Context: an optimization exercise on an open-source flow, tuned for small area, a short achievable clock period and few clock cycles per item. The choices shown serve that exercise and are no tape-out recipe. Where RTL was checked, it was by simulation tests only, not by an equivalence proof against the original.

Setup of 11-28:
==> flow/design.v <==
`timescale 1ns / 1ps
package lkv_pkg;
   localparam int DEPTH_DEFAULT    = 16;
   localparam int KEY_BITS_DEFAULT = 32;
   localparam int QUEUE_DEPTH      = 2;
   localparam int REQ_TYPE_W    = 2;
   localparam int KEY_W         = 32;
   localparam int VALUE_W       = 32;
   localparam int STATUS_W      = 2;
   localparam int ENTRY_COUNT_W = 5;
   localparam logic [REQ_TYPE_W-1:0] REQ_LOOKUP = 2'd0;
   localparam logic [REQ_TYPE_W-1:0] REQ_INSERT = 2'd1;
   localparam logic [REQ_TYPE_W-1:0] REQ_REMOVE = 2'd2;
   localparam logic [STATUS_W-1:0] STATUS_OK   = 2'd0;
   localparam logic [STATUS_W-1:0] STATUS_MISS = 2'd1;
   localparam logic [STATUS_W-1:0] STATUS_FULL = 2'd2;
   typedef struct packed {
      logic is_insert;
      logic is_remove;
   } op_type;
   localparam int OP_W = 2;
   typedef enum logic [4:0] {
      ST_IDLE       = 5'b00001,
      ST_SEARCH     = 5'b00010,
      ST_FETCH_LAST = 5'b00100,
      ST_DONE       = 5'b01000,
      ST_SPARE      = 5'b10000
   } back_state_type;
endpackage
`timescale 1ns / 1ps
module linear_key_value_table_core #(
   parameter int DEPTH    = lkv_pkg::DEPTH_DEFAULT,
   parameter int KEY_BITS = lkv_pkg::KEY_BITS_DEFAULT
) (
   input  logic                              clock,
   input  logic                              reset,
   input  logic                              req_valid,
   output logic                              req_ready,
   input  logic [lkv_pkg::REQ_TYPE_W-1:0]    req_type,
   input  logic [lkv_pkg::KEY_W-1:0]         req_key,
   input  logic [lkv_pkg::VALUE_W-1:0]       req_value,
   output logic                              rsp_valid,
   input  logic                              rsp_ready,
   output logic [lkv_pkg::STATUS_W-1:0]      rsp_status,
   output logic [lkv_pkg::VALUE_W-1:0]       rsp_value_out,
   output logic [lkv_pkg::ENTRY_COUNT_W-1:0] rsp_entry_count,
   output logic                              rsp_is_empty
);
   localparam int VW = lkv_pkg::VALUE_W;
   localparam int CW = lkv_pkg::ENTRY_COUNT_W;
   logic                r_v, r_ins, r_rem;
   logic [DEPTH-1:0]    r_m;       
   logic [DEPTH-1:0]    r_slot;    
   logic [DEPTH-1:0]    nf;        
   logic                nf_none;   
   logic [DEPTH-1:0]    tv;
   logic [KEY_BITS-1:0] tk [DEPTH];
   logic [VW-1:0]       tval [DEPTH];
   logic [CW-1:0]       cnt;
   logic                o_v, o_empty;
   logic                idle_ff;   
   logic [1:0]          o_st;
   logic [VW-1:0]       o_val;
   logic                issue, hit, full, ins_ok, rem_ok, o_free, rdy, r_v_in, r_pend;
   logic [DEPTH-1:0]    m, eq_in, slot_in, wr, tv_in, hold_in, nf_in, r_hold, free_a, free_b, low_a;
   logic                take_in;
   logic                nf_none_in;
   logic [1:0]          n_st;
   logic [VW-1:0]       n_val;
   logic [CW-1:0]       cnt_in;
   logic                empty_in;
   assign o_free = !o_v || rsp_ready;
   assign rdy    = idle_ff || rsp_ready;
   assign issue  = r_v && o_free;
   assign full   = cnt[CW-1];
   assign r_pend = r_v && r_ins;
   for (genvar i = 0; i < DEPTH; i++) begin : g_cmp
      assign eq_in[i] = (tk[i] == req_key);
      assign m[i]     = r_m[i];
   end
   assign hit    = |m;
   assign ins_ok = issue && r_ins && !hit && !full;
   assign rem_ok = issue && r_rem && hit;
   assign slot_in = nf_none ? ((r_pend ? (r_slot & ~tv) : '0) | (r_rem ? m : '0)) : nf;
   assign wr      = rdy ? (nf | (nf_none ? (((r_pend && hit) ? (r_slot & ~tv) : '0) |
                                               (r_rem ? m : '0)) : '0)) : '0;
   assign r_hold  = r_pend ? r_slot : '0;
   assign take_in = rdy && req_valid && req_type == lkv_pkg::REQ_INSERT;
   assign hold_in = rdy ? (take_in ? slot_in : '0) : r_hold;
   assign free_a  = ~tv & ~r_hold & ~(rdy ? (take_in ? nf : '0) : r_hold);
   assign free_b  = ((issue && r_rem) ? m : '0) | ((issue && r_pend && hit) ? (r_slot & ~tv) : '0);
   always_comb begin
      logic seen;
      seen = 1'b0;
      for (int i = 0; i < DEPTH; i++) begin
         low_a[i] = free_a[i] && !seen;
         seen     = seen || free_a[i];
      end
   end
   assign nf_in      = (|free_a) ? low_a : (free_b & ~hold_in);
   assign nf_none_in = ~|free_a && ~|(free_b & ~hold_in);
   always_comb begin
      n_val = '0;
      for (int i = 0; i < DEPTH; i++) n_val = n_val | ({VW{m[i]}} & tval[i]);
      if (r_ins) n_val = '0;
   end
   always_comb begin
      if (r_ins) n_st = hit ? lkv_pkg::STATUS_MISS : (full ? lkv_pkg::STATUS_FULL : lkv_pkg::STATUS_OK);
      else       n_st = hit ? lkv_pkg::STATUS_OK : lkv_pkg::STATUS_MISS;
   end
   always_comb begin
      cnt_in = cnt;
      if (ins_ok) cnt_in = cnt + 1'b1;
      else if (rem_ok) cnt_in = cnt - 1'b1;
   end
   assign empty_in = (cnt == '0) ? !ins_ok : ((cnt == CW'(1)) && rem_ok);
   for (genvar i = 0; i < DEPTH; i++) begin : g_slot
      always_ff @(posedge clock) begin
         if (wr[i]) begin
            tk[i]   <= req_key;
            tval[i] <= req_value;
         end
      end
      assign tv_in[i] = tv[i] ? !(rem_ok && m[i]) : (ins_ok && r_slot[i]);
      always_ff @(posedge clock) begin
         if (reset) tv[i] <= 1'b0;
         else       tv[i] <= tv_in[i];
      end
   end
   assign r_v_in = rdy ? req_valid : r_v;
   always_ff @(posedge clock) begin
      if (reset) begin
         cnt     <= '0;
         o_empty <= 1'b1;
         r_v     <= 1'b0;
         o_v     <= 1'b0;
         idle_ff <= 1'b1;
         nf      <= DEPTH'(1);
         nf_none <= 1'b0;
      end else begin
         cnt     <= cnt_in;
         o_empty <= empty_in;
         r_v     <= r_v_in;
         o_v     <= o_free ? issue : 1'b1;
         idle_ff <= !r_v_in || !(o_free ? issue : 1'b1);
         nf      <= nf_in;
         nf_none <= nf_none_in;
      end
   end
   always_ff @(posedge clock) begin
      if (rdy) begin
         r_ins  <= (req_type == lkv_pkg::REQ_INSERT);
         r_rem  <= (req_type == lkv_pkg::REQ_REMOVE);
         r_m    <= eq_in & tv_in;
         r_slot <= slot_in;
      end
      if (o_free) begin
         o_st  <= n_st;
         o_val <= n_val;
      end
   end
   assign req_ready       = rdy;
   assign rsp_valid       = o_v;
   assign rsp_status      = o_st;
   assign rsp_value_out   = o_val;
   assign rsp_entry_count = cnt;
   assign rsp_is_empty    = o_empty;
endmodule
==> flow/config.mk <==
export PLATFORM = sky130hd
export DESIGN_NAME = linear_key_value_table_core
export DESIGN_NICKNAME = linear_key_value_table_core
export VERILOG_FILES = /design/flow/design.v
export SDC_FILE = /design/flow/constraint.sdc
export NUM_CORES = 4
export LEC_CHECK = 0
export CAP_MARGIN = 20
export CORE_MARGIN = 2
export CORE_UTILIZATION = 75
export SETUP_SLACK_MARGIN = 2.6
export SLEW_MARGIN = 20
==> flow/constraint.sdc <==
create_clock -name core_clock -period 5.0 [get_ports {clock}]
set_input_delay 1.0000 -clock core_clock [delete_from_list [all_inputs] [get_ports {clock}]]
set_output_delay 1.0000 -clock core_clock [all_outputs]
set_load 0.01 [all_outputs]
standard.sh (not shown) runs the stock make flow with config.mk's settings and CLKGATE_MAP_FILE= SYNTH_SCRIPT=/design/flow/synth_recipe.tcl, a recipe that flattens the netlist after the stock synthesis.
==> flow/flow/run.sh <==
#!/bin/bash
# The standard layout, with plain buffers (not delay cells) on the ports
set -euo pipefail
bash standard.sh BUFFER_PORTS_ARGS="-buffer_cell sky130_fd_sc_hd__buf_2" finish > standard_flow.log 2>&1
11-28: flow completed, timing, DRC and antenna clean
Testbench counts of 11-28, summed over its fixed seeds: cycles 12,016, items 12,000.
--- input diff 11-28..03-07 ---
--- a/flow/design.v
+++ b/flow/design.v
@@ -71,5 +71,5 @@
    logic                empty_in;
    assign o_free = !o_v || rsp_ready;
-   assign rdy    = idle_ff || rsp_ready;
+   assign rdy    = !r_v || o_free;
    assign issue  = r_v && o_free;
    assign full   = cnt[CW-1];
@@ -160,5 +160,5 @@
       end
    end
-   assign req_ready       = rdy;
+   assign req_ready       = idle_ff || rsp_ready;
    assign rsp_valid       = o_v;
    assign rsp_status      = o_st;
Between 03-07 and 11-28, the difference in fraction of the mapped netlist area in compound gates is negligible.
03-07: non-clock buffer count higher than 11-28
Number of setup buffers added after CTS in 03-07 is 6 higher than in 11-28
11-28 has lower fraction of met2 tracks used by global routing than 03-07.
Compared with 11-28, in 03-07 clock buffer count in the final layout up 8, post-synthesis net count went up, synthesized cell count went up about 0.37%.
Function not checked in 03-07: the RTL went through the layout flow alone.

==> static timing again, ports no longer ideal <==
In the flow no input, the clock included, has a driving cell. The finished layouts below were timed again as built, in two steps.
Step 1 sets driving cells, clkbuf_16 on the clock port and buf_2 on the other inputs (assumed; they add their load-dependent delay and slew).
Step 2 adds t to the input delays and takes it off the output delays; t is the mean of the earliest and latest rising clock arrival at the registers after step 1. Input paths then give back, and output paths get back, about the clock's delay inside the block.
Three values: ideal ports, drivers, drivers and shift; two values: the first two.
run | t, ns | slack for setup (ns) | worst setup path at the end | cell pins on the clock port's net
11-28 | 0.748 | 2.504 / 2.446 / 1.859 | input to register | 1
03-07 | 0.761 | 2.172 / 2.172 / 1.728 | input to register | 1
After both steps setup and hold are still met in every run listed. For 11-28, which loses most, drivers alone change the setup slack by -0.058 ns; drivers and shift together by -0.645 ns.
